From an optimization exercise on the open Yosys and OpenROAD flow, aimed at small area; shortcuts taken in it are not production practice. The RTL was checked by simulation tests, not by an equivalence proof against the original design. No activity file was given, so power comes from the tool's default toggle rates.

[design/flow/config.mk]
export PLATFORM = sky130hd
export DESIGN_NAME = mmu_top
export DESIGN_NICKNAME = mmu_top
export VERILOG_FILES = /design/flow/design.v
export SDC_FILE = /design/flow/constraint.sdc
export NUM_CORES = 4
export LEC_CHECK = 0
export CAP_MARGIN = 20
export CORE_MARGIN = 2
export CORE_UTILIZATION = 65
export CTS_BUF_LIST = sky130_fd_sc_hd__clkbuf_16
export CTS_CLUSTER_DIAMETER = 80
export CTS_CLUSTER_SIZE = 30
export PLACE_DENSITY = 0.75
export SLEW_MARGIN = 20
export SYNTH_HIERARCHICAL = 1
[design/flow/constraint.sdc]
create_clock -name core_clock -period 6.0 [get_ports {clk}]
set_input_delay 1.2000 -clock core_clock [delete_from_list [all_inputs] [get_ports {clk}]]
set_output_delay 1.2000 -clock core_clock [all_outputs]
set_load 0.01 [all_outputs]
[design/flow/design.v]
package x86_arch_pkg;
    typedef enum logic [2:0] {
        CPU_MODE_REAL = 3'd0,
        CPU_MODE_PROT = 3'd1,
        CPU_MODE_V86  = 3'd2,
        CPU_MODE_LONG = 3'd3   
    } cpu_mode_e;
    localparam logic [32-1:0] REAL_MODE_LIMIT = 32'h000F_FFFF;
    typedef struct packed {
        logic [7:0]  base_hi;    
        logic [3:0]  flags;      
        logic [3:0]  limit_hi;   
        logic        present;
        logic [1:0]  dpl;
        logic        s;          
        logic [3:0]  seg_type;
        logic [7:0]  base_mid;   
        logic [15:0] base_lo;
        logic [15:0] limit_lo;
    } seg_desc_t;
    typedef struct packed {
        logic [32-1:0] linear;
        seg_desc_t              desc;
        logic [1:0]             cpl;
    } xlate_req_t;
    typedef struct packed {
        logic [2:0]             mode;      
        logic [32-1:0] base;
        logic [32-1:0] limit;
        logic [3:0]             seg_type;
        logic                   segment_valid;
        logic                   privilege_violation;
    } seg_info_t;
    typedef struct packed {
        seg_info_t              seg;
        logic [32-1:0] linear;
        logic                   paging;   
    } mid_xlate_t;
    typedef struct packed {
        seg_info_t              seg;
        logic [32-1:0] phys_addr;
        logic                   page_fault;
    } xlate_rsp_t;
    function automatic logic [2:0] mode_decode(input logic pe, input logic vm);
        if (!pe) begin
            mode_decode = x86_arch_pkg::CPU_MODE_REAL;
        end else begin
            mode_decode = vm ? x86_arch_pkg::CPU_MODE_V86 : x86_arch_pkg::CPU_MODE_PROT;
        end
    endfunction
endpackage
package mmu_regs_pkg;
    localparam int APB_DATA_W = 32;
    localparam int VPN_W      = 32 - 12;
    localparam int PFN_W      = 32 - 12;
    localparam logic [8-1:0] REG_CR0         = 'h00;
    localparam logic [8-1:0] REG_CTRL        = 'h04;
    localparam logic [8-1:0] REG_TLB_VPN     = 'h08;
    localparam logic [8-1:0] REG_TLB_PFN     = 'h0C;   
    localparam logic [8-1:0] REG_STATUS      = 'h10;
    localparam logic [8-1:0] REG_HIT_COUNT   = 'h14;
    localparam logic [8-1:0] REG_FAULT_COUNT = 'h18;
    localparam int CR0_PE_BIT     = 0;
    localparam int CR0_PG_BIT     = 31;
    localparam int CTRL_VM_BIT    = 0;
    localparam int CTRL_FLUSH_BIT = 1;    
    localparam int ST_MODE_LSB = 0;       
    localparam int ST_PG_BIT   = 3;
    localparam int ST_PE_BIT   = 4;
    localparam int ST_V86_BIT  = 5;
    typedef struct packed {
        logic pe;
        logic pg;
        logic vm_flag;
    } mmu_ctrl_t;
    typedef struct packed {
        logic             valid;
        logic [VPN_W-1:0] vpn;
        logic [PFN_W-1:0] pfn;
    } tlb_fill_t;
endpackage
module mmu_ao22n (
    input  logic a1, a2, b1, b2,
    output logic y
);
    assign y = ~((a1 & a2) | (b1 & b2));
endmodule
module mmu_ao222n (
    input  logic a1, a2, b1, b2, c1, c2,
    output logic y
);
    assign y = ~((a1 & a2) | (b1 & b2) | (c1 & c2));
endmodule
module mmu_sel16 (
    input  logic [15:0] sel,
    input  logic [15:0] d,
    output logic        y
);
    logic [5:0] p;
    mmu_ao222n u_p0 (sel[0],  d[0],  sel[1],  d[1],  sel[2],  d[2],  p[0]);
    mmu_ao222n u_p1 (sel[3],  d[3],  sel[4],  d[4],  sel[5],  d[5],  p[1]);
    mmu_ao222n u_p2 (sel[6],  d[6],  sel[7],  d[7],  sel[8],  d[8],  p[2]);
    mmu_ao222n u_p3 (sel[9],  d[9],  sel[10], d[10], sel[11], d[11], p[3]);
    mmu_ao222n u_p4 (sel[12], d[12], sel[13], d[13], sel[14], d[14], p[4]);
    mmu_nand2  u_p5 (sel[15], d[15], p[5]);
    logic p012;
    mmu_and3   u_a3 (p[0], p[1], p[2], p012);
    mmu_nand4  u_y  (p012, p[3], p[4], p[5], y);
endmodule
module mmu_and3 (
    input  logic a, b, c,
    output logic y
);
    assign y = a & b & c;
endmodule
module mmu_nand4 (
    input  logic a, b, c, d,
    output logic y
);
    assign y = ~(a & b & c & d);
endmodule
module mmu_nand2 (
    input  logic a, b,
    output logic y
);
    assign y = ~(a & b);
endmodule
module mmu_nor2 (
    input  logic a, b,
    output logic y
);
    assign y = ~(a | b);
endmodule
module mmu_dec4n (
    input  logic [1:0] a,
    output logic [3:0] yn
);
    for (genvar i = 0; i < 4; i++) begin : g_y
        assign yn[i] = (a != i[1:0]);
    end
endmodule
module mmu_dec16 (
    input  logic [3:0]  a,
    output logic [15:0] y
);
    logic [3:0] lo_n, hi_n;
    mmu_dec4n u_lo (.a(a[1:0]), .yn(lo_n));
    mmu_dec4n u_hi (.a(a[3:2]), .yn(hi_n));
    for (genvar i = 0; i < 16; i++) begin : g_y
        mmu_nor2 u_y (hi_n[i / 4], lo_n[i % 4], y[i]);
    end
endmodule
module mmu_ao22 (
    input  logic a1, a2, b1, b2,
    output logic y
);
    assign y = (a1 & a2) | (b1 & b2);
endmodule
module mmu_top
(
    input  logic                       clk,
    input  logic                       rst_n,
    input  logic                       psel,
    input  logic                       penable,
    input  logic                       pwrite,
    input  logic [8-1:0] paddr,
    input  logic [31:0]                pwdata,
    output logic [31:0]                prdata,
    output logic                       pready,
    output logic                       pslverr,
    input  logic                       req_valid,
    input  logic [97:0]                req,
    output logic                       rsp_valid,
    output logic [105:0]               rsp
);
    logic       in_map;    
    logic [2:0] rsel;
    logic       wr;
    assign in_map  = (paddr[7:5] == 3'd0) && (paddr[1:0] == 2'd0);
    assign rsel    = paddr[4:2];
    assign wr      = psel & penable & pwrite & in_map;
    assign pready  = 1'b1;
    assign pslverr = ~(in_map && (rsel != 3'd7));
    logic [31:0] cr0_q;
    logic        vm_q;
    logic [19:0] vpn_q;
    logic [19:0] pfn_q;
    logic [31:0] hit_cnt_q;
    logic [31:0] fault_cnt_q;
    logic wr_cr0, wr_ctrl, wr_vpn, wr_pfn, flush;
    assign wr_cr0  = wr && (rsel == 3'd0);
    assign wr_ctrl = wr && (rsel == 3'd1);
    assign wr_vpn  = wr && (rsel == 3'd2);
    assign wr_pfn  = wr && (rsel == 3'd3);
    assign flush   = wr_ctrl & pwdata[1];
    logic cr0_wr_q, pfn_wr_q;
    logic [31:0] cr0;
    always_ff @(posedge clk or negedge rst_n) begin
        if (!rst_n) begin
            cr0_wr_q <= 1'b0;
            pfn_wr_q <= 1'b0;
            vm_q     <= 1'b0;
            vpn_q    <= '0;
        end else begin
            if (wr_cr0)  cr0_wr_q <= 1'b1;
            if (wr_pfn)  pfn_wr_q <= 1'b1;
            if (wr_ctrl) vm_q     <= pwdata[0];
            vpn_q    <= vpn_d;
        end
    end
    logic        wr_vpn_n;
    logic [19:0] vpn_d;
    assign wr_vpn_n = ~wr_vpn;
    for (genvar b = 0; b < 20; b++) begin : g_vpn_d
        mmu_ao22 u_mux (wr_vpn, pwdata[b], wr_vpn_n, vpn_q[b], vpn_d[b]);
    end
    always_ff @(posedge clk) begin
        if (wr_cr0) cr0_q <= pwdata;
        if (wr_pfn) pfn_q <= pwdata[19:0];
    end
    assign cr0 = cr0_q & {32{cr0_wr_q}};
    logic pe, pg, prot, v86, paging;
    assign pe     = cr0[0];
    assign pg     = cr0[31];
    assign prot   = pe & ~vm_q;
    assign v86    = pe & vm_q;
    assign paging = prot & pg;
    always_comb begin
        case (rsel)
            3'd0:    prdata = cr0;
            3'd1:    prdata = {31'd0, vm_q};
            3'd2:    prdata = {12'd0, vpn_q};
            3'd3:    prdata = {12'd0, pfn_q & {20{pfn_wr_q}}};
            3'd4:    prdata = {26'd0, v86, pe, pg, 1'b0, v86, prot};
            3'd5:    prdata = hit_cnt_q;
            default: prdata = fault_cnt_q;
        endcase
    end
    logic [15:0] tlb_valid;
    logic [15:0] tlb_tag [16];
    logic [19:0] tlb_pfn [16];
    logic [3:0]  we_lo_n, we_hi_n;
    logic [15:0] we;
    mmu_dec4n u_we_lo (.a(vpn_q[1:0]), .yn(we_lo_n));
    for (genvar h = 0; h < 4; h++) begin : g_we_hi
        assign we_hi_n[h] = ~(wr_pfn & (vpn_q[3:2] == h[1:0]));
    end
    for (genvar i = 0; i < 16; i++) begin : g_we
        mmu_nor2 u_we (we_hi_n[i / 4], we_lo_n[i % 4], we[i]);
    end
    always_ff @(posedge clk or negedge rst_n) begin
        if (!rst_n) begin
            tlb_valid <= '0;
        end else begin
            tlb_valid <= ~{16{flush}} & (tlb_valid | we);
        end
    end
    for (genvar i = 0; i < 16; i++) begin : g_tlb_wr
        always_ff @(posedge clk) begin
            if (we[i]) begin
                tlb_tag[i] <= vpn_q[19:4];
                tlb_pfn[i] <= pwdata[19:0];
            end
        end
    end
    logic [31:0] lin;
    logic [3:0]  idx;
    logic        hit;
    logic [19:0] pfn_sel;
    assign lin     = req[97:66];
    assign idx     = lin[15:12];
    logic [15:0] isel;
    logic        v_sel;
    logic [15:0] tag_sel;
    mmu_dec16 u_dec (.a(idx), .y(isel));
    mmu_sel16 u_v_sel (.sel(isel), .d(tlb_valid), .y(v_sel));
    for (genvar b = 0; b < 16; b++) begin : g_tag_rd
        logic [15:0] col;
        for (genvar i = 0; i < 16; i++) begin : g_col
            assign col[i] = tlb_tag[i][b];
        end
        mmu_sel16 u_sel (.sel(isel), .d(col), .y(tag_sel[b]));
    end
    for (genvar b = 0; b < 20; b++) begin : g_pfn_rd
        logic [15:0] col;
        for (genvar i = 0; i < 16; i++) begin : g_col
            assign col[i] = tlb_pfn[i][b];
        end
        mmu_sel16 u_sel (.sel(isel), .d(col), .y(pfn_sel[b]));
    end
    assign hit = v_sel && (tag_sel == lin[31:16]);
    logic        s1_valid, s2_valid;
    logic [1:0]  s1_mode,  s2_mode;
    logic [31:0] s1_base,  s2_base;
    logic [19:0] s1_limit, s2_limit;
    logic [3:0]  s1_type,  s2_type;
    logic        s1_sv,    s2_sv;
    logic        s1_pv,    s2_pv;
    logic [31:0] s1_pa,    s2_pa;
    logic        s1_pf,    s2_pf;
    logic        s1_hit,   s2_hit;
    always_ff @(posedge clk or negedge rst_n) begin
        if (!rst_n) begin
            s1_valid <= 1'b0;
            s2_valid <= 1'b0;
        end else begin
            s1_valid <= req_valid;
            s2_valid <= s1_valid;
        end
    end
    always_ff @(posedge clk) begin
        s1_mode  <= {v86, prot};
        s1_base  <= prot ? {req[65:58], req[41:34], req[33:18]} : 32'd0;
        s1_limit <= prot ? {req[53:50], req[17:2]} : 20'hFFFFF;
        s1_type  <= prot ? req[45:42] : 4'd0;
        s1_sv    <= prot ? req[49] : 1'b1;
        s1_pv    <= prot & (req[1:0] > req[48:47]);
        s1_pa    <= paging ? (hit ? {pfn_sel, lin[11:0]} : 32'd0) : lin;
        s1_pf    <= paging & ~hit;
        s1_hit   <= paging & hit;
        s2_mode  <= s1_mode;
        s2_base  <= s1_base;
        s2_limit <= s1_limit;
        s2_type  <= s1_type;
        s2_sv    <= s1_sv;
        s2_pv    <= s1_pv;
        s2_pa    <= s1_pa;
        s2_pf    <= s1_pf;
        s2_hit   <= s1_hit;
    end
    assign rsp_valid = s2_valid;
    assign rsp = {1'b0, s2_mode, s2_base, 12'd0, s2_limit, s2_type, s2_sv, s2_pv, s2_pa, s2_pf};
    logic [32:0] hc, fc;
    for (genvar i = 0; i < 32; i++) begin : g_inc
        if (i == 0) begin : g_first
            assign hc[i] = s2_valid & s2_hit;
            assign fc[i] = s2_valid & s2_pf;
        end else if (i % 8 == 0) begin : g_byte
            assign hc[i] = hc[0] & (&hit_cnt_q[i-1:0]);
            assign fc[i] = fc[0] & (&fault_cnt_q[i-1:0]);
        end
        if (i % 8 != 7) begin : g_ripple
            assign hc[i+1] = hc[i] & hit_cnt_q[i];
            assign fc[i+1] = fc[i] & fault_cnt_q[i];
        end
    end
    always_ff @(posedge clk or negedge rst_n) begin
        if (!rst_n) begin
            hit_cnt_q   <= '0;
            fault_cnt_q <= '0;
        end else begin
            hit_cnt_q   <= hit_cnt_q ^ hc[31:0];
            fault_cnt_q <= fault_cnt_q ^ fc[31:0];
        end
    end
endmodule
[design/flow/flow/run.sh]
#!/bin/bash
# The standard layout, with the port buffers made from the smallest
# buffer cell instead of the resizer's default pick.
set -euo pipefail
export BUFFER_PORTS_ARGS="-buffer_cell sky130_fd_sc_hd__buf_1"
bash standard.sh > standard_flow.log 2>&1
[design/flow/standard.sh]
#!/bin/bash
# synth_recipe.tcl (not shown) runs the flow's synth.tcl, then flattens the netlist and writes it again
# the make line also repeats each setting of config.mk as NAME=value (left out here)
make -C /OpenROAD-flow-scripts/flow DESIGN_CONFIG=/design/flow/config.mk WORK_HOME=/design/flow/orfs CLKGATE_MAP_FILE= SYNTH_SCRIPT=/design/flow/synth_recipe.tcl "${@:-finish}"
==> reports/results.tsv, run 1 <==
metric	value	unit
worst min-delay path category	flip-flop to flip-flop	
Final Max Tran Viols	0	
P&R area growth vs syn	10.62	%
io pins	285	
initial core utilization	66.01	%
Setup Skew	0.03133	ns
Die X	224.4	µm
CTS Buf Count	37	
Crit Path Category	input port to flip-flop	
hold path cells	0	
Reg clk slew, reported paths	0.11	ns
CP max FO	25	
Post-Place Cells	2719	
Tightest Pin Transition	1.137	ns
Max-slew headroom	24.17	%
CTS tree	done	
share of cells above drive strength 1	6.817	%
clk sinks	921	
Overall Power	0.01025	W
Buffers on Ports	265	
Post-CTS Hold Buffers	0	
most common flop cell mapped by yosys	edfxtp_1	
CP Capture Type	flip-flop	
hold_sp	s1_limit[13]	
Root Driver	clkbuf_16	
Tot GR Track Use	30.18	%
Setup Buffers After CTS	0	
Post-Layout Inst Area	34940	µm²
cells on worst reg2reg path	8	
Reg2Reg Launch Point	tlb_tag[6][1]	
Hold EP	s2_limit[13]	
# rows	80	
Worst R2R End	s1_pa[24]	
Gate Count Post-Synth	1829	
fin util	73.03	%
via count	18568	
final cell count without fillers	2787	
Cell Area, Synth	31590	µm²
reg2reg setup slack	2.91	ns
area of the core	47850	µm²
Worst IR Drop VDD	0.0002555	V
largest net degree at the start of global routing	72	
Yosys warning total	9	
leading area contributor after synthesis	edfxtp_1	
crit start category	input port	
Pleak	12.82	nW
Worst-Skew Late Latency	0.61	ns
Synth cell types	51	
DRC	0	
post-cts resize count	0	
Sum Neg Setup Slack	0	ns
register bit total from synthesis	921	
RSZ-0062 raised after global routing	no	
number of enable flip-flop cells after synthesis	628	
antenna violations before repair	1	
status	timing/DRC/antenna clean	
drt pass-1 iters	9	
top-area cell type share of the netlist area	59.71	%
Die H	224.4	µm
max frequency	0.2235	GHz
Initial DRC Count	3002	
PD cells	293.5	nW/µm²
Routed Wire Length	76150	µm
ranking of synthesized cells by area	edfxtp_1, dfxtp_1, dfrtp_1	
Routed wire per std cell	27.32	µm
Final Hold Vio Count	0	
final critical-path share of the clock period	74.57	%
# nets final	2345	
Vias/cell	6.662	
Finish-stage setup viols	0	
CP required	6.50	ns
post-route minimum period	4.474	ns
GP Congestion	0.8269	
number of global-route vias before repair	18059	
post-route ant nets	0	
HPWL after detailed placement	49340	µm
CTS max path bufs	3	
sequential-to-total area share from yosys stat	79.94	%
Max Cap Viol	0	
Die ar.	50370	µm²
H-tree Lvls	2	
dpl cell area	33800	µm²
crit path DAT	4.97	ns
syn avg cell area	17.27	µm²
overflow left after global routing	0	
first-pass GRT wire length	111500	µm
Async SR Flop Fraction	11.40	%
Yosys stat by module, one instance, submodules excluded, excerpt:
module      area [µm²]  times used
mmu_nand4        6.256          37
mmu_and3         6.256          37
mmu_top          28770           1
mmu_ao22         8.758          20
mmu_ao222n       10.01         185
mmu_dec4n        22.52           3
mmu_nor2         3.754          32
mmu_nand2        3.754          37
registers in the layout, indices dropped and copies added (netlist names), 4 cells and up:
name,count
s1_pa,32
s2_base,32
s2_limit,20
cr0_q,32
s1_base,32
s2_pa,32
fault_cnt_q,32
tlb_tag,256
tlb_valid,16
vpn_q,20
s2_type,4
hit_cnt_q,32
tlb_pfn,320
s1_type,4
pfn_q,20
s1_limit,20
through the flow:
step / hold WS (ns) / setup WS, ns
2_1_floorplan: 0.3096 / 1.213
3_3_place_gp: 0.3097 / 1.169
3_5_place_dp: 0.3121 / 1.063
4_1_cts: 0.3308 / 1.635
5_1_grt: 0.3411 / 1.353
6_report: 0.3246 / 1.526
cell usage after synthesis, types with 3 or more instances:
| library cell | instances |
|---|---|
| edfxtp_1 | 628 |
| nand2_1 | 108 |
| a21oi_1 | 22 |
| nor3_1 | 7 |
| xor2_1 | 23 |
| clkbuf_1 | 39 |
| nand3b_1 | 5 |
| dfxtp_1 | 188 |
| nor2b_1 | 3 |
| dfrtp_1 | 105 |
| o21ai_0 | 18 |
| or3_1 | 21 |
| buf_2 | 3 |
| buf_4 | 19 |
| or2_1 | 3 |
| nor4_1 | 3 |
| nand2b_1 | 7 |
| a222oi_1 | 196 |
| and3_1 | 40 |
| nor2_1 | 89 |
| o31ai_1 | 20 |
| a22oi_1 | 34 |
| nand3_1 | 19 |
| inv_1 | 19 |
| a21o_1 | 18 |
| a22o_1 | 21 |
| ha_1 | 58 |
| nand4_1 | 49 |
| and2_1 | 38 |
worst max-delay path, stage by stage:
cell      delay [ns]
buf_1           0.14
or2_1           0.39
nor2_4          0.56
buf_4           0.41
a222oi_1        0.15
and3_1          0.21
nand4_1         0.14
xor2_1          0.09
nor4_1          0.43
nand3_1         0.50
buf_4           0.42
o31ai_1         0.31
final cells by class:
| cell class | instances | area [µm²] |
|---|---|---|
| tap | 615 | 769.5 |
| timing repair buffer | 325 | 1450 |
| inverter | 19 | 71.32 |
| sequential | 921 | 25250 |
| multi-input combinational | 839 | 6260 |
| fill | 2952 | 12910 |
| clock buffer | 37 | 925.9 |
| clock inverter | 30 | 211.5 |
| antenna | 1 | 2.502 |
layer usage:
metal	GRT usage [%]	wire, µm	up-vias
li1	-	-	8001
met5	0	0	-
met4	9.955	2173	0
met3	6.153	7956	125
met1	41.70	28620	9408
met2	48.96	37400	1034
power by group:
group	switching, W	leakage (nW)	internal (W)
Clock	0.00185	0.633	0.00123
Combinational	0.000259	3.13	0.000109
Sequential	0.0000212	9.05	0.00678
Total	0.00213	12.8	0.00813
cells in the final DEF, fill, tap and decap left out, drive strengths merged, types with 23 or more instances in the layout:
cell    instances
nand2         108
ha             58
a222oi        196
dfxtp         188
dfrtp         105
a22oi          34
buf           323
clkbuf         39
nor2           89
and3           40
and2           39
nand4          49
edfxtp        628
inv            43
xor2           23
worst max path at each step:
stage / startpoint / to / depth (start not counted)
2_1_floorplan: paddr[5] / tlb_pfn[0][0] / 6
3_3_place_gp: req[81] / s1_pa[27] / 12
3_5_place_dp: req[81] / s1_pa[24] / 12
4_1_cts: paddr[2] / prdata[17] / 6
5_1_grt: req[81] / s1_pa[24] / 12
6_report: req[81] / s1_pa[24] / 12
logic make-up after synthesis:
family | Yosys count | share of synthesized area (%)
adder cells (fa/ha/maj) | 58 | 2.298
buffers and inverters | 81 | 1.200
AO/OA/AOI/OAI | 337 | 9.349
XOR/XNOR | 24 | 0.6655
flip-flops | 921 | 79.94
other | 2 | 0.02378
AND/OR/NAND/NOR | 405 | 6.489
multiplexers | 1 | 0.03565
==> inputs of run 2 (changes only) <==
--- a/design/flow/design.v
+++ b/design/flow/design.v
@@ -157,4 +157,10 @@
     assign y = (a1 & a2) | (b1 & b2);
 endmodule
+module mmu_andn (
+    input  logic a, bn,
+    output logic y
+);
+    assign y = a & ~bn;
+endmodule
 module mmu_top
 (
@@ -300,4 +306,15 @@
     logic        s1_pf,    s2_pf;
     logic        s1_hit,   s2_hit;
+    logic        ph_d, np_d, pf_d;
+    logic [31:0] pa_d;
+    assign ph_d = paging & hit;
+    assign np_d = ~paging;
+    assign pf_d = paging & ~hit;
+    for (genvar b = 0; b < 20; b++) begin : g_pa_hi
+        mmu_ao22 u_pa (ph_d, pfn_sel[b], np_d, lin[12 + b], pa_d[12 + b]);
+    end
+    for (genvar b = 0; b < 12; b++) begin : g_pa_lo
+        mmu_andn u_pa (lin[b], pf_d, pa_d[b]);
+    end
     always_ff @(posedge clk or negedge rst_n) begin
         if (!rst_n) begin
@@ -316,7 +333,7 @@
         s1_sv    <= prot ? req[49] : 1'b1;
         s1_pv    <= prot & (req[1:0] > req[48:47]);
-        s1_pa    <= paging ? (hit ? {pfn_sel, lin[11:0]} : 32'd0) : lin;
-        s1_pf    <= paging & ~hit;
-        s1_hit   <= paging & hit;
+        s1_pa    <= pa_d;
+        s1_pf    <= pf_d;
+        s1_hit   <= ph_d;
         s2_mode  <= s1_mode;
         s2_base  <= s1_base;
==> reports/results.tsv, run 2 <==
metric	value	unit
Final Max Tran Viols	0	
Initial DRC Count	2978	
top-count cell post-synth	edfxtp_1	
sequential-to-total area share from yosys stat	80.40	%
Sum Neg Setup Slack	0	ns
Async SR Flop Fraction	11.40	%
CTS tree	done	
most frequent cells in the layout	edfxtp_1, buf_1, a222oi_1	
CP Capture Type	output port	
Top delay family on crit path	simple AND/OR/NAND/NOR gates	
Vias/cell	6.671	
Max Cap Viol	0	
PD cells	295.4	nW/µm²
most common flop cell mapped by yosys	edfxtp_1	
syn avg cell area	17.84	µm²
post-route ant nets	0	
clk sinks	921	
Cell Area, Synth	31400	µm²
area of the core	47750	µm²
Finish-stage setup viols	0	
# nets final	2297	
HPWL after detailed placement	47380	µm
P&R area growth vs syn	11.17	%
crit start category	input port	
post-cts resize count	0	
crit-path cells	buf_1, and2_1, and2_1, a22oi_1, nand2_1, buf_1	
number of enable flip-flop cells after synthesis	628	
initial core utilization	65.77	%
ranking of synthesized cells by area	edfxtp_1, dfxtp_1, dfrtp_1	
Setup Skew	0.03071	ns
final critical-path share of the clock period	77.29	%
Root Driver	clkbuf_16	
antenna violations before repair	0	
CP bufs+invs	2	
Post-CTS Hold Buffers	0	
leading area contributor after synthesis	edfxtp_1	
RSZ-0062 raised after global routing	no	
max frequency	0.2156	GHz
list of most frequent post-synthesis cells	edfxtp_1, a222oi_1, dfxtp_1, dfrtp_1, nor2_1	
register with the most flip-flops	tlb_pfn	
share of cells above drive strength 1	8.282	%
Buffers on Ports	265	
max FFs per register	320	
# diodes	0	
Die ar.	50090	µm²
Reg clk slew, reported paths	0.10	ns
Die H	223.8	µm
CTS max path bufs	3	
largest net degree at the start of global routing	62	
Die X	223.8	µm
GP Congestion	0.8061	
crit path DAT	3.44	ns
Crit Path Category	input port to output port	
Overall Power	0.01031	W
via count	18279	
Worst IR Drop VDD	0.0002635	V
overflow left after global routing	0	
Max-slew headroom	24.11	%
Gate Count Post-Synth	1760	
Routed wire per std cell	27.10	µm
io pins	285	
Tot GR Track Use	29.84	%
Pleak	12.83	nW
register bit total from synthesis	921	
Yosys warning total	9	
H-tree Lvls	2	
Tightest Pin Transition	1.138	ns
Setup Buffers After CTS	0	
status	timing/DRC/antenna clean	
DRC	0	
drt pass-1 iters	7	
worst min-delay path category	flip-flop to flip-flop	
top-area cell type share of the netlist area	60.05	%
post-route minimum period	4.637	ns
Worst-Skew Late Latency	0.62	ns
number of global-route vias before repair	17991	
Worst Hold Slack	0.3327	ns
CP required	4.80	ns
first-pass GRT wire length	109500	µm
slowest cell on the critical path	and2_1	
Routed Wire Length	74250	µm
Synth cell types	53	
top flop regs	tlb_pfn: 320 flops, tlb_tag: 256 flops	
CTS Buf Count	38	
Final Hold Vio Count	0	
# rows	80	
CP max FO	18	
CP peak stage delay	0.68	ns
leading cell type in the layout, fill and taps excluded	edfxtp_1	
-- run 2: stage by stage --
| stage | cells | setup slack [ns] | area [µm²] | util, % |
|---|---|---|---|---|
| finish | 2740 | 1.363 | 34910 | 73.12 |
| global route | 2740 | 1.205 | 34910 | 73.12 |
| CTS | 2740 | 1.412 | 34910 | 73.11 |
| detailed placement | 2670 | 1.003 | 33710 | 70.61 |
| global placement | 2670 | 1.073 | 33710 | 70.61 |
| floorplan | 1772 | 0.8402 | 31450 | - |
-- run 2: path summary, 6_finish.rpt --
check / slack (ns) / cells after the start / endpoint / start
hold / removal: 0.33 / 0 / s2_base[24] / s1_base[24]
max in group asynchronous: 4.15 / 2 / hit_cnt_q[28] / rst_n
setup / recovery: 1.36 / 6 / prdata[31] / paddr[2]
setup reg to reg: 2.83 / 9 / s1_pa[25] / tlb_tag[0][1]
hold reg to reg: 0.33 / 0 / s2_base[24] / s1_base[24]
min in group asynchronous: 0.65 / 1 / fault_cnt_q[12] / rst_n
-- run 2: power breakdown --
part | total (W) | internal [W] | switching [W]
combinational | 0.000358 | 0.000113 | 0.000245
sequential | 0.00680 | 0.00678 | 0.0000198
clock | 0.00315 | 0.00128 | 0.00187
total | 0.0103 | 0.00818 | 0.00213
-- run 2: cells by family (layout without fill, tap and decap cells) --
kind of cell / Yosys count / in the layout / share of synthesized area, %
xor gates and xnor gates: 24 / 24 / 0.6693
AOI/OAI and AO/OA: 306 / 306 / 8.801
adders and majority gates: 58 / 58 / 2.311
DFF: 921 / 921 / 80.40
and+or+nand+nor: 388 / 388 / 6.713
other: 2 / 14 / 0.02391
buffers and inverters: 59 / 412 / 1.012
muxes: 2 / 2 / 0.06773
-- run 2: per-module statistics from Yosys, one instance, submodules excluded, excerpt --
module      times used  cell area (µm²)
mmu_ao22            40            8.758
mmu_dec4n            3            22.52
mmu_top              1            28250
mmu_ao222n         185            10.01
mmu_nand2           37            3.754
mmu_nand4           37            6.256
-- run 2: final cells by class --
cell class                 count  area [µm²]
clock buffer                  41        1026
clock inverter                29       170.2
fill                        2891       12830
inverter                      10       37.54
multi-input combinational    792        6131
sequential                   921       25250
tap                          615       769.5
timing repair buffer         332        1528
-- run 2: layer usage --
metal  GRT usage (%)  vias up  wire length (µm)
met4           9.419        0              2392
met3           6.480      144              8812
met5               0        -                 0
met2           49.56     1190             36570
li1                -     7796                 -
met1           40.09     9149             26480
==> inputs of run 3 (changes only) <==
--- a/design/flow/design.v
+++ b/design/flow/design.v
@@ -80,4 +80,45 @@
     } tlb_fill_t;
 endpackage
+module mmu_rd3 (
+    input  logic [2:0] s,
+    input  logic [2:0] d,
+    output logic       y
+);
+    logic p;
+    mmu_ao222n u_p (s[0], d[0], s[1], d[1], s[2], d[2], p);
+    assign y = ~p;
+endmodule
+module mmu_rd5 (
+    input  logic [4:0] s,
+    input  logic [4:0] d,
+    output logic       y
+);
+    logic [2:0] p;
+    mmu_ao222n u_p0 (s[0], d[0], s[1], d[1], s[2], d[2], p[0]);
+    mmu_nand2  u_p1 (s[3], d[3], p[1]);
+    mmu_nand2  u_p2 (s[4], d[4], p[2]);
+    assign y = ~&p;
+endmodule
+module mmu_rd6 (
+    input  logic [5:0] s,
+    input  logic [5:0] d,
+    output logic       y
+);
+    logic [1:0] p;
+    mmu_ao222n u_p0 (s[0], d[0], s[1], d[1], s[2], d[2], p[0]);
+    mmu_ao222n u_p1 (s[3], d[3], s[4], d[4], s[5], d[5], p[1]);
+    assign y = ~&p;
+endmodule
+module mmu_rd7 (
+    input  logic [6:0] s,
+    input  logic [6:0] d,
+    output logic       y
+);
+    logic [2:0] p;
+    mmu_ao222n u_p0 (s[0], d[0], s[1], d[1], s[2], d[2], p[0]);
+    mmu_ao222n u_p1 (s[3], d[3], s[4], d[4], s[5], d[5], p[1]);
+    mmu_nand2  u_p2 (s[6], d[6], p[2]);
+    assign y = ~&p;
+endmodule
 module mmu_ao22n (
     input  logic a1, a2, b1, b2,
@@ -201,5 +242,4 @@
     assign flush   = wr_ctrl & pwdata[1];
     logic cr0_wr_q, pfn_wr_q;
-    logic [31:0] cr0;
     always_ff @(posedge clk or negedge rst_n) begin
         if (!rst_n) begin
@@ -225,21 +265,45 @@
         if (wr_pfn) pfn_q <= pwdata[19:0];
     end
-    assign cr0 = cr0_q & {32{cr0_wr_q}};
     logic pe, pg, prot, v86, paging;
-    assign pe     = cr0[0];
-    assign pg     = cr0[31];
+    assign pe     = cr0_q[0] & cr0_wr_q;
+    assign pg     = cr0_q[31] & cr0_wr_q;
     assign prot   = pe & ~vm_q;
     assign v86    = pe & vm_q;
     assign paging = prot & pg;
-    always_comb begin
-        case (rsel)
-            3'd0:    prdata = cr0;
-            3'd1:    prdata = {31'd0, vm_q};
-            3'd2:    prdata = {12'd0, vpn_q};
-            3'd3:    prdata = {12'd0, pfn_q & {20{pfn_wr_q}}};
-            3'd4:    prdata = {26'd0, v86, pe, pg, 1'b0, v86, prot};
-            3'd5:    prdata = hit_cnt_q;
-            default: prdata = fault_cnt_q;
-        endcase
+    logic sel_cr0, sel_vm, sel_vpn, sel_pfn, sel_st, sel_hc, sel_fc;
+    assign sel_cr0 = (rsel == 3'd0) & cr0_wr_q;
+    assign sel_vm  = (rsel == 3'd1);
+    assign sel_vpn = (rsel == 3'd2);
+    assign sel_pfn = (rsel == 3'd3) & pfn_wr_q;
+    assign sel_st  = (rsel == 3'd4);
+    assign sel_hc  = (rsel == 3'd5);
+    assign sel_fc  = (rsel[2:1] == 2'd3);
+    mmu_rd7 u_rd0 (.s({sel_cr0, sel_vpn, sel_pfn, sel_hc, sel_fc, sel_st, sel_vm}),
+                   .d({cr0_q[0], vpn_q[0], pfn_q[0], hit_cnt_q[0], fault_cnt_q[0], prot, vm_q}),
+                   .y(prdata[0]));
+    mmu_rd6 u_rd1 (.s({sel_cr0, sel_vpn, sel_pfn, sel_hc, sel_fc, sel_st}),
+                   .d({cr0_q[1], vpn_q[1], pfn_q[1], hit_cnt_q[1], fault_cnt_q[1], v86}),
+                   .y(prdata[1]));
+    mmu_rd5 u_rd2 (.s({sel_cr0, sel_vpn, sel_pfn, sel_hc, sel_fc}),
+                   .d({cr0_q[2], vpn_q[2], pfn_q[2], hit_cnt_q[2], fault_cnt_q[2]}),
+                   .y(prdata[2]));
+    mmu_rd6 u_rd3 (.s({sel_cr0, sel_vpn, sel_pfn, sel_hc, sel_fc, sel_st}),
+                   .d({cr0_q[3], vpn_q[3], pfn_q[3], hit_cnt_q[3], fault_cnt_q[3], pg}),
+                   .y(prdata[3]));
+    mmu_rd6 u_rd4 (.s({sel_cr0, sel_vpn, sel_pfn, sel_hc, sel_fc, sel_st}),
+                   .d({cr0_q[4], vpn_q[4], pfn_q[4], hit_cnt_q[4], fault_cnt_q[4], pe}),
+                   .y(prdata[4]));
+    mmu_rd6 u_rd5 (.s({sel_cr0, sel_vpn, sel_pfn, sel_hc, sel_fc, sel_st}),
+                   .d({cr0_q[5], vpn_q[5], pfn_q[5], hit_cnt_q[5], fault_cnt_q[5], v86}),
+                   .y(prdata[5]));
+    for (genvar b = 6; b < 20; b++) begin : g_rd_lo
+        mmu_rd5 u_rd (.s({sel_cr0, sel_vpn, sel_pfn, sel_hc, sel_fc}),
+                      .d({cr0_q[b], vpn_q[b], pfn_q[b], hit_cnt_q[b], fault_cnt_q[b]}),
+                      .y(prdata[b]));
+    end
+    for (genvar b = 20; b < 32; b++) begin : g_rd_hi
+        mmu_rd3 u_rd (.s({sel_cr0, sel_hc, sel_fc}),
+                      .d({cr0_q[b], hit_cnt_q[b], fault_cnt_q[b]}),
+                      .y(prdata[b]));
     end
     logic [15:0] tlb_valid;
==> reports/results.tsv, run 3 <==
metric	value	unit
main combinational cell family by area after synthesis	compound AO/OA/AOI/OAI gates	
post-route ant nets	0	
antenna violations before repair	2	
Yosys warning total	9	
top-count cell post-synth	edfxtp_1	
H-tree Lvls	2	
Die X	222.5	µm
max FFs per register	320	
clk sinks	921	
number of global-route vias before repair	17809	
RSZ-0062 raised after global routing	no	
most frequent cells in the layout	edfxtp_1, buf_1, a222oi_1	
Setup Buffers After CTS	0	
Root Driver	clkbuf_16	
Logic pwr share	3.2	%
Post-Synth XOR/XNOR Area	0.6772	%
Synth Area in Simple Gates	6.030	%
Worst IR Drop VDD	0.0003149	V
Tightest Pin Transition	1.131	ns
overflow left after global routing	0	
list of most frequent post-synthesis cells	edfxtp_1, a222oi_1, dfxtp_1, dfrtp_1, nand2_1	
reg2reg setup slack	2.72	ns
CTS Buf Count	37	
crit start category	input port	
worst setup margin	1.458	ns
status	timing/DRC/antenna clean	
post-cts resize count	0	
Place WS	0.9345	ns
register with the most flip-flops	tlb_pfn	
CTS tree	done	
first-pass GRT wire length	110500	µm
Gate Count Post-Synth	1667	
Switching Share	20.31	%
Initial DRC Count	3008	
Async SR Flop Fraction	11.40	%
number of enable flip-flop cells after synthesis	628	
most common flop cell mapped by yosys	edfxtp_1	
Final Hold Vio Count	0	
initial core utilization	65.42	%
Post-CTS Hold Buffers	0	
# nets final	2232	
GP Congestion	0.8248	
HPWL after detailed placement	47610	µm
Adder-Cell Fraction of Synth Area	2.338	%
Vias/cell	6.692	
Final Max Tran Viols	0	
CTS max path bufs	3	
Die H	222.5	µm
top-area cell type share of the netlist area	60.75	%
Cell Area, Synth	31040	µm²
CP peak stage delay	0.75	ns
io pins	285	
leading area contributor after synthesis	edfxtp_1	
Die ar.	49520	µm²
Worst-Skew Late Latency	0.61	ns
final critical-path share of the clock period	75.70	%
Finish-stage setup viols	0	
register bit total from synthesis	921	
crit-path cells	buf_1, or2_1, nor2_4, buf_4, a222oi_1, and3_1, nand4_1, xor2_1, nor4_1, nand4_1, nor3_2, buf_4, a22o_1	
Hold EP	s2_limit[4]	
CP required	6.55	ns
CP max FO	37	
via count	17900	
P&R area growth vs syn	11.70	%
crit path DAT	5.09	ns
Max Cap Viol	0	
area of the core	47450	µm²
Pleak	12.75	nW
PD cells	294.1	nW/µm²
share of cells above drive strength 1	8.548	%
ranking of synthesized cells by area	edfxtp_1, dfxtp_1, dfrtp_1	
Synth Area in Compound Gates	8.771	%
switching component of the power	0.002072	W
drt pass-1 iters	9	
syn avg cell area	18.62	µm²
Sum Neg Setup Slack	0	ns
CP Capture Type	flip-flop	
DRC	0	
Synth cell types	41	
multiplexer area fraction after synthesis	0.03628	%
hold_sp	s1_limit[4]	
Seq pwr share	66.7	%
Setup Skew	0.01638	ns
hold path cells	0	
worst min-delay path category	flip-flop to flip-flop	
slowest cell on the critical path	nor4_1	
cells on worst reg2reg path	9	
largest net degree at the start of global routing	69	
Worst R2R End	s1_pa[17]	
Post-Layout Inst Area	34670	µm²
leading cell type in the layout, fill and taps excluded	edfxtp_1	
Max-slew headroom	24.62	%
Tot GR Track Use	30.48	%
Reg clk slew, reported paths	0.11	ns
Crit Path Category	input port to flip-flop	
Routed wire per std cell	28.26	µm
top flop regs	tlb_pfn: 320 flops, tlb_tag: 256 flops	
Reg2Reg Launch Point	tlb_tag[3][11]	
# rows	80	
dpl cell area	33540	µm²
Pint	0.008127	W
sequential-to-total area share from yosys stat	81.34	%
Routed Wire Length	75600	µm
max frequency	0.2202	GHz
Clk pwr share	30.1	%
Buffers on Ports	265	
post-route minimum period	4.542	ns
-- run 3: changes by cell type after synthesis, sizes merged, moves of 5 or more --
cell and change:
nor2 -56, inv +10, or3 +21, o21ai -21, o21a +16, nand2 +5
nand3 +10, and3 -17, clkbuf -12, a21oi -16, a22oi -13, buf -10
a222oi +21, nand2b -22
-- run 3: worst max path at each step --
stage               slack (ns)  cells past startpoint        end  startpoint
finish                    1.46                     13  s1_pa[17]     req[79]
global route              1.42                     13  s1_pa[20]     req[81]
CTS                       1.48                     13  s1_pa[17]     req[79]
detailed placement        0.93                     13  s1_pa[24]     req[79]
global placement          1.06                     12  s1_pa[10]     req[79]
floorplan                 0.84                     10  s1_pa[12]     req[79]
-- run 3: metrics by stage --
step | total power [W] | util (%) | hold slack [ns] | std cells
global route | 0.01046 | 73.08 | 0.3147 | 2675
global placement | 0.007258 | 70.68 | 0.3101 | 2606
finish | 0.01020 | 73.08 | 0.3179 | 2675
floorplan | 0.007075 | - | 0.3096 | 1679
detailed placement | 0.007272 | 70.69 | 0.3121 | 2606
CTS | 0.01024 | 73.07 | 0.3185 | 2674
-- run 3: per-layer routing --
metal / global-route usage, % / part of all wire, % / vias to the layer above
met5: 0 / 0.017 / -
met1: 40.96 / 37 / 9014
met2: 50.66 / 49 / 1088
li1: - / - / 7617
met4: 10.98 / 3.8 / 2
met3: 5.633 / 11 / 179
-- run 3: cell families (layout without fill, tap and decap cells) --
family	after synthesis	after routing
simple gates	332	332
flops	921	921
mux	1	1
xor+xnor	24	24
fa+ha+maj	58	58
compound gates	282	282
buf+inv	47	427
other cells	2	15
-- run 3: modules after synthesis (local to each module, per instance), a selection --
module	times used	cell area, µm²	flops+latches	cells
mmu_and3	37	6.256	0	1
mmu_andn	12	13.76	0	1
mmu_ao22	40	8.758	0	1
mmu_ao222n	222	10.01	0	1
mmu_dec4n	3	22.52	0	4
mmu_nand2	68	3.754	0	1
mmu_nand4	37	6.256	0	1
mmu_nor2	32	3.754	0	1
mmu_rd3	12	3.754	0	1
mmu_rd5	15	5.005	0	1
mmu_rd6	4	3.754	0	1
mmu_rd7	1	5.005	0	1
mmu_top	1	27260	921	1175
-- run 3: final cells by class --
class	instances	area, µm²
flip-flops and latches	921	25250
fillers	2943	12770
multi-input cells	711	5853
repair buffers	339	1592
clock buffers	39	975.9
well taps	615	769.5
clock inverters	29	155.1
inverters	20	75.07
diodes	1	2.502
-- run 3: power groups by stage --
stage	Combinational (W)	Clock, W	Sequential [W]
after detailed placement	0.000326	0	0.00695
after global placement	0.000314	0	0.00694
final	0.000329	0.00307	0.00680
after CTS	0.000328	0.00311	0.00680
after global routing	0.000351	0.00330	0.00681
after floorplan	0.000128	0	0.00695
-- run 3: critical path, delay by kind of cell --
family / cells / cell delay, ns
buffers and inverters: 3 / 0.87
AOI/OAI and AO/OA: 2 / 0.58
and+or+nand+nor: 7 / 2.24
xor gates and xnor gates: 1 / 0.18
==> inputs of run 4 (changes only) <==
==> design/flow/flow/run.sh (replaced) <==
#!/bin/bash
# The standard layout, with two changes: the port buffers are made from the
# smallest buffer cell instead of the resizer's default pick, and after
# global routing's repair the resizer downsizes gates on paths with slack
# (ORFS's RECOVER_POWER step).
set -euo pipefail
export BUFFER_PORTS_ARGS="-buffer_cell sky130_fd_sc_hd__buf_1"
export RECOVER_POWER=100
bash standard.sh > standard_flow.log 2>&1
==> reports/results.tsv, run 4 <==
metric	value	unit
status	complete, but fails checks	
violated checks	capacitance limit, slew limit	
dpl cell area	33540	µm²
Crit Path Category	input port to flip-flop	
DRC	0	
largest net degree at the start of global routing	69	
Pleak	12.67	nW
max frequency	0.1927	GHz
DR WL met3	8164	µm
share of cells above drive strength 1	7.237	%
io pins	285	
Worst IR Drop VDD	0.0003145	V
# nets final	2232	
Yosys warning total	9	
max FFs per register	320	
Buffers on Ports	265	
via count	17938	
HPWL after detailed placement	47610	µm
Post-CTS Hold Buffers	0	
leading cell type in the layout, fill and taps excluded	edfxtp_1	
crit start category	input port	
Routed Wire Length	75590	µm
Setup Skew	0.01901	ns
Async SR Flop Fraction	11.40	%
top-area cell type share of the netlist area	60.75	%
Final Max Tran Viols	223	
Initial DRC Count	2951	
Reg clk slew, reported paths	0.10	ns
initial core utilization	65.42	%
H-tree Lvls	2	
top flop regs	tlb_pfn: 320 flops, tlb_tag: 256 flops	
Setup Buffers After CTS	0	
first-pass GRT wire length	110500	µm
post-route ant nets	0	
CP required	6.30	ns
sequential-to-total area share from yosys stat	81.34	%
routed wl met2	37040	µm
number of global-route vias before repair	17809	
register with the most flip-flops	tlb_pfn	
fillers	2979	
most common flop cell mapped by yosys	edfxtp_1	
Finish-stage setup viols	0	
GP Congestion	0.8248	
Tot GR Track Use	30.48	%
final critical-path share of the clock period	86.51	%
Worst-Skew Late Latency	0.61	ns
slowest cell on the critical path	nor2_1	
post-route minimum period	5.190	ns
CP max FO	22	
Routed wire per std cell	28.26	µm
RSZ-0062 raised after global routing	no	
register bit total from synthesis	921	
clk sinks	921	
worst min-delay path category	flip-flop to flip-flop	
Die H	222.5	µm
Gate Count Post-Synth	1667	
CP peak stage delay	1.55	ns
ranking of synthesized cells by area	edfxtp_1, dfxtp_1, dfrtp_1	
leading area contributor after synthesis	edfxtp_1	
Synth cell types	41	
CTS max path bufs	3	
P&R area growth vs syn	11.17	%
Max Cap Viol	9	
CP Capture Type	flip-flop	
Post-Layout Inst Area	34510	µm²
Root Driver	clkbuf_16	
Sum Neg Setup Slack	0	ns
post-cts resize count	0	
# rows	80	
antenna violations before repair	2	
cells on worst reg2reg path	9	
most frequent cells in the layout	edfxtp_1, buf_1, a222oi_1	
met1 wire length	27580	µm
highest routed layer	met5	
Die X	222.5	µm
Final Hold Vio Count	0	
Max-slew headroom	-137.9	%
crit path DAT	5.49	ns
worst setup margin	0.8096	ns
list of most frequent post-synthesis cells	edfxtp_1, a222oi_1, dfxtp_1, dfrtp_1, nand2_1	
Die ar.	49520	µm²
PD cells	295.5	nW/µm²
overflow left after global routing	0	
crit-path cells	buf_1, or4_1, nor3_1, and4b_1, or3b_1, nor2_1, buf_12	
CTS tree	done	
area of the core	47450	µm²
Cell Area, Synth	31040	µm²
top-count cell post-synth	edfxtp_1	
drt pass-1 iters	10	
CTS Buf Count	37	
syn avg cell area	18.62	µm²
hold path cells	0	
Place WS	0.9345	ns
Tightest Pin Transition	3.568	ns
Vias/cell	6.706	
number of enable flip-flop cells after synthesis	628	
run 4: cell counts after synthesis:
Identical to the previous run, type by type.
run 4: critical path: cells and delay by family:
family / cells / cell delay [ns]
buffers and inverters: 2 / 0.39
AND/OR/NAND/NOR: 5 / 3.87
run 4: power breakdown:
group	internal (W)	switching [W]
Combinational	0.000102	0.000225
Clock	0.00124	0.00183
Sequential	0.00678	0.0000180
run 4: per-stage QoR:
step                      cells  total power (W)  hold slack, ns  utilization [%]
after floorplan            1679         0.007075          0.3096                -
after global placement     2606         0.007258          0.3101            70.68
after detailed placement   2606         0.007272          0.3121            70.69
after CTS                  2674          0.01024          0.3185            73.07
after global routing       2675          0.01046          0.3147            72.73
final                      2675          0.01020          0.3178            72.73
run 4: layout make-up:
| type | count | area (µm²) | share of cell area, % |
|---|---|---|---|
| clock inverter | 29 | 155.1 | 0.4496 |
| inverter | 20 | 75.07 | 0.2176 |
| timing repair buffer | 339 | 1534 | 4.446 |
| multi-input combinational | 711 | 5744 | 16.65 |
| tap | 615 | 769.5 | 2.230 |
| clock buffer | 39 | 975.9 | 2.828 |
| antenna | 1 | 2.502 | 0.007252 |
| sequential | 921 | 25250 | 73.17 |
run 4: per-module statistics from Yosys, one instance, submodules excluded, excerpt:
module / flip-flops and latches / area [µm²] / copies in the design / cells inside
mmu_rd7: 0 / 5.005 / 1 / 1
mmu_nand2: 0 / 3.754 / 68 / 1
mmu_nand4: 0 / 6.256 / 37 / 1
mmu_and3: 0 / 6.256 / 37 / 1
mmu_nor2: 0 / 3.754 / 32 / 1
mmu_rd5: 0 / 5.005 / 15 / 1
mmu_ao222n: 0 / 10.01 / 222 / 1
mmu_andn: 0 / 13.76 / 12 / 1
mmu_top: 921 / 27260 / 1 / 1175
run 4: cell families (layout without fill, tap and decap cells):
kind of cell    Yosys count  after routing  share of synthesized area (%)
simple gates            332            332                          6.030
other cells               2             15                        0.02419
fa+ha+maj                58             58                          2.338
compound gates          282            282                          8.771
buf+inv                  47            427                         0.7779
mux                       1              1                        0.03628
xor+xnor                 24             24                         0.6772
flops                   921            921                          81.34
run 4: per-layer routing:
metal	GRT usage, %	vias up
li1	-	7623
met1	40.96	9016
met2	50.66	1128
met3	5.633	169
met4	10.98	2
met5	0	-
run 4: path summary, 6_finish.rpt:
check	start	end	slack, ns
max in group asynchronous	rst_n	vpn_q[6]	1.77
setup reg to reg	tlb_tag[3][11]	s1_pa[29]	2.65
setup / recovery	paddr[5]	tlb_pfn[0][11]	0.81
hold / removal	s1_limit[4]	s2_limit[4]	0.32
min in group asynchronous	rst_n	hit_cnt_q[23]	1.79
hold reg to reg	s1_limit[4]	s2_limit[4]	0.32
==> inputs of run 5 (changes only) <==
--- a/design/flow/design.v
+++ b/design/flow/design.v
@@ -198,9 +198,9 @@
     assign y = (a1 & a2) | (b1 & b2);
 endmodule
-module mmu_andn (
-    input  logic a, bn,
+module mmu_and2 (
+    input  logic a, b,
     output logic y
 );
-    assign y = a & ~bn;
+    assign y = a & b;
 endmodule
 module mmu_top
@@ -241,4 +241,10 @@
     assign wr_pfn  = wr && (rsel == 3'd3);
     assign flush   = wr_ctrl & pwdata[1];
+    logic        wr_vpn_n;
+    logic [19:0] vpn_d;
+    assign wr_vpn_n = ~wr_vpn;
+    for (genvar b = 0; b < 20; b++) begin : g_vpn_d
+        mmu_ao22 u_mux (wr_vpn, pwdata[b], wr_vpn_n, vpn_q[b], vpn_d[b]);
+    end
     logic cr0_wr_q, pfn_wr_q;
     always_ff @(posedge clk or negedge rst_n) begin
@@ -255,10 +261,4 @@
         end
     end
-    logic        wr_vpn_n;
-    logic [19:0] vpn_d;
-    assign wr_vpn_n = ~wr_vpn;
-    for (genvar b = 0; b < 20; b++) begin : g_vpn_d
-        mmu_ao22 u_mux (wr_vpn, pwdata[b], wr_vpn_n, vpn_q[b], vpn_d[b]);
-    end
     always_ff @(posedge clk) begin
         if (wr_cr0) cr0_q <= pwdata;
@@ -370,14 +370,15 @@
     logic        s1_pf,    s2_pf;
     logic        s1_hit,   s2_hit;
-    logic        ph_d, np_d, pf_d;
+    logic        ph_d, np_d, pf_d, nf_d;
     logic [31:0] pa_d;
     assign ph_d = paging & hit;
     assign np_d = ~paging;
     assign pf_d = paging & ~hit;
+    assign nf_d = ~pf_d;
     for (genvar b = 0; b < 20; b++) begin : g_pa_hi
         mmu_ao22 u_pa (ph_d, pfn_sel[b], np_d, lin[12 + b], pa_d[12 + b]);
     end
     for (genvar b = 0; b < 12; b++) begin : g_pa_lo
-        mmu_andn u_pa (lin[b], pf_d, pa_d[b]);
+        mmu_and2 u_pa (lin[b], nf_d, pa_d[b]);
     end
     always_ff @(posedge clk or negedge rst_n) begin
@@ -412,5 +413,5 @@
     assign rsp_valid = s2_valid;
     assign rsp = {1'b0, s2_mode, s2_base, 12'd0, s2_limit, s2_type, s2_sv, s2_pv, s2_pa, s2_pf};
-    logic [32:0] hc, fc;
+    logic [31:0] hc, fc;
     for (genvar i = 0; i < 32; i++) begin : g_inc
         if (i == 0) begin : g_first
==> design/flow/flow/run.sh (replaced) <==
#!/bin/bash
# The standard layout, with the port buffers made from the smallest
# buffer cell instead of the resizer's default pick.
set -euo pipefail
export BUFFER_PORTS_ARGS="-buffer_cell sky130_fd_sc_hd__buf_1"
bash standard.sh > standard_flow.log 2>&1
==> reports/results.tsv, run 5 <==
metric	value	unit
# diodes	0	
CTS max path bufs	3	
Finish-stage setup viols	0	
Tot GR Track Use	30.91	%
# nets final	2233	
fillers	2776	
worst min-delay path category	flip-flop to flip-flop	
drt pass-1 iters	10	
Post-CTS Hold Buffers	0	
top-area cell type share of the netlist area	60.92	%
Worst-Skew Late Latency	0.61	ns
max FFs per register	320	
GP Congestion	0.8580	
CP required	6.55	ns
Max Cap Viol	0	
highest routed layer	met4	
leading area contributor after synthesis	edfxtp_1	
Overall Power	0.01027	W
largest net degree at the start of global routing	56	
Multi-input gate area	5764	µm²
top flop regs	tlb_pfn: 320 flops, tlb_tag: 256 flops	
Worst IR Drop VDD	0.0002316	V
Die H	222.2	µm
Routed Wire Length	76280	µm
post-route minimum period	4.533	ns
Post-Place Cells	2598	
# rows	79	
Cell Area, Synth	30960	µm²
CTS Buf Count	38	
most common flop cell mapped by yosys	edfxtp_1	
Buffers on Ports	265	
Gate Count Post-Synth	1668	
Async SR Flop Fraction	11.40	%
final cell count without fillers	2666	
max frequency	0.2206	GHz
io pins	285	
CP Capture Type	flip-flop	
Die X	222.2	µm
Crit Path Category	input port to flip-flop	
overflow left after global routing	0	
sequential-to-total area share from yosys stat	81.56	%
ranking of synthesized cells by area	edfxtp_1, dfxtp_1, dfrtp_1	
met1 wire length	28250	µm
Tightest Pin Transition	1.096	ns
status	timing/DRC/antenna clean	
register bit total from synthesis	921	
share of cells above drive strength 1	8.208	%
DR WL met3	8396	µm
post-route ant nets	0	
leading cell type in the layout, fill and taps excluded	edfxtp_1	
final critical-path share of the clock period	75.56	%
most frequent cells in the layout	edfxtp_1, buf_1, a222oi_1	
crit start category	input port	
syn avg cell area	18.56	µm²
top-count cell post-synth	edfxtp_1	
CTS tree	done	
list of most frequent post-synthesis cells	edfxtp_1, a222oi_1, dfxtp_1, dfrtp_1, nand2_1	
via count	18143	
crit path DAT	5.08	ns
Max-slew headroom	26.94	%
Setup Skew	0.02791	ns
Vias/cell	6.805	
CP max FO	22	
Sum Neg Setup Slack	0	ns
cells on worst reg2reg path	9	
Yosys warning total	9	
DRC	0	
PD cells	296.7	nW/µm²
Initial DRC Count	3381	
FF/Latch Area	25250	µm²
number of enable flip-flop cells after synthesis	628	
post-cts resize count	0	
Pleak	12.68	nW
RSZ-0062 raised after global routing	no	
routed wl met2	37260	µm
Root Driver	clkbuf_16	
area of the core	46750	µm²
register with the most flip-flops	tlb_pfn	
Reg clk slew, reported paths	0.11	ns
Synth cell types	41	
antenna violations before repair	0	
Die ar.	49390	µm²
Final Hold Vio Count	0	
number of global-route vias before repair	17695	
Final Max Tran Viols	0	
first-pass GRT wire length	112000	µm
hold path cells	0	
clk sinks	921	
Setup Buffers After CTS	0	
H-tree Lvls	2	
HPWL after detailed placement	48280	µm
Routed wire per std cell	28.61	µm
initial core utilization	66.21	%
P&R area growth vs syn	11.83	%
run 5: cell count changes after synthesis:
cell	change
o21bai_1	+1
nor2b_4	-12
and2_1	+12
run 5: Yosys stat by module, one instance, submodules excluded, excerpt:
module      times used  cell area (µm²)  flip-flops and latches  cells inside
mmu_ao222n         222            10.01                       0             1
mmu_and3            37            6.256                       0             1
mmu_rd5             15            5.005                       0             1
mmu_ao22            40            8.758                       0             1
mmu_nand4           37            6.256                       0             1
mmu_rd6              4            3.754                       0             1
mmu_rd3             12            3.754                       0             1
mmu_top              1            27260                     921          1176
mmu_dec4n            3            22.52                       0             4
run 5: worst paths after layout:
path | startpoint | to | slack (ns)
setup / recovery | req[80] | s1_pa[29] | 1.47
hold / removal | s1_pa[28] | s2_pa[28] | 0.33
setup reg to reg | tlb_tag[3][12] | s1_pa[29] | 2.87
hold reg to reg | s1_pa[28] | s2_pa[28] | 0.33
max in group asynchronous | rst_n | fault_cnt_q[0] | 4.15
min in group asynchronous | rst_n | hit_cnt_q[21] | 0.66
run 5: cell families (layout without fill, tap and decap cells):
family                   after synthesis  after routing  share of synthesized area [%]
multiplexers                           1              1                        0.03637
AO/OA/AOI/OAI                        283            283                          8.819
buffers and inverters                 47            426                         0.7800
adder cells (fa/ha/maj)               58             58                          2.344
flip-flops                           921            921                          81.56
XOR/XNOR                              24             24                         0.6790
other                                  2             14                        0.02426
AND/OR/NAND/NOR                      332            332                          5.755
run 5: where the power goes:
| part | internal (W) | switching, W |
|---|---|---|
| Combinational | 0.0000986 | 0.000221 |
| Sequential | 0.00678 | 0.0000197 |
| Clock | 0.00131 | 0.00184 |
| Total | 0.00819 | 0.00208 |
run 5: stage by stage:
| stage | utilization (%) | hold slack (ns) | area [µm²] | setup slack (ns) |
|---|---|---|---|---|
| after global placement | 71.51 | 0.3096 | 33430 | 1.108 |
| after detailed placement | 71.51 | 0.3121 | 33430 | 1.040 |
| after floorplan | - | 0.3096 | 31000 | 0.8083 |
| after CTS | 74.05 | 0.3238 | 34620 | 1.648 |
| final | 74.05 | 0.3264 | 34620 | 1.467 |
| after global routing | 74.05 | 0.3370 | 34620 | 1.367 |
run 5: final cells by class:
cell class	instances	share of cell area, %
multi-input combinational	712	16.65
clock buffer	39	2.819
clock inverter	29	0.6108
tap	607	2.194
timing repair buffer	338	4.579
inverter	20	0.2168
sequential	921	72.93
run 5: layer usage:
metal / GRT usage, % / vias up
li1: - / 7626
met1: 43.35 / 9118
met2: 50.67 / 1253
met3: 4.946 / 146
met4: 9.808 / 0
met5: 0 / -
run 5: critical path, stage by stage:
cell and delay, ns:
buf_1 0.27, nand2b_1 0.31, nor2_4 0.58, buf_4 0.47, a222oi_1 0.18, and3_1 0.21, nand4_1 0.10, xor2_1 0.15
nor4_1 0.46, nand4_1 0.26, nor3_2 0.26, buf_4 0.37, a22o_1 0.22

-- static timing again, ports no longer ideal --
In the flow no input, the clock included, has a driving cell. The finished layouts below were timed again as built, in two steps.
Step 1 assumes that a clkbuf_16 drives the clock port and a buf_2 every other input.
Step 2 adds t to the input delays and takes it off the output delays; t is the mean of the earliest and latest rising clock arrival at the registers after step 1. Input paths then give back, and output paths get back, about the clock's delay inside the block.
Slacks: no drivers / after step 1 / after step 2; pairs: no drivers / after step 1.
| run | t, ns | setup slack, ns | worst setup path after step 2 | cell pins on the clock port's net |
|---|---|---|---|---|
| run 1 | 0.652 | 1.526 / 1.525 / 0.900 | input to register | 1 |
| run 2 | 0.662 | 1.363 / 1.337 / 0.941 | input to register | 1 |
| run 3 | 0.661 | 1.458 / 1.489 / 0.829 | input to register | 1 |
| run 4 | 0.662 | 0.810 / 0.845 / 0.183 | input to register | 1 |
| run 5 | 0.656 | 1.467 / 1.453 / 0.797 | input to register | 1 |
For run 5, which loses most, drivers alone change the setup slack by -0.014 ns; drivers and shift together by -0.670 ns.
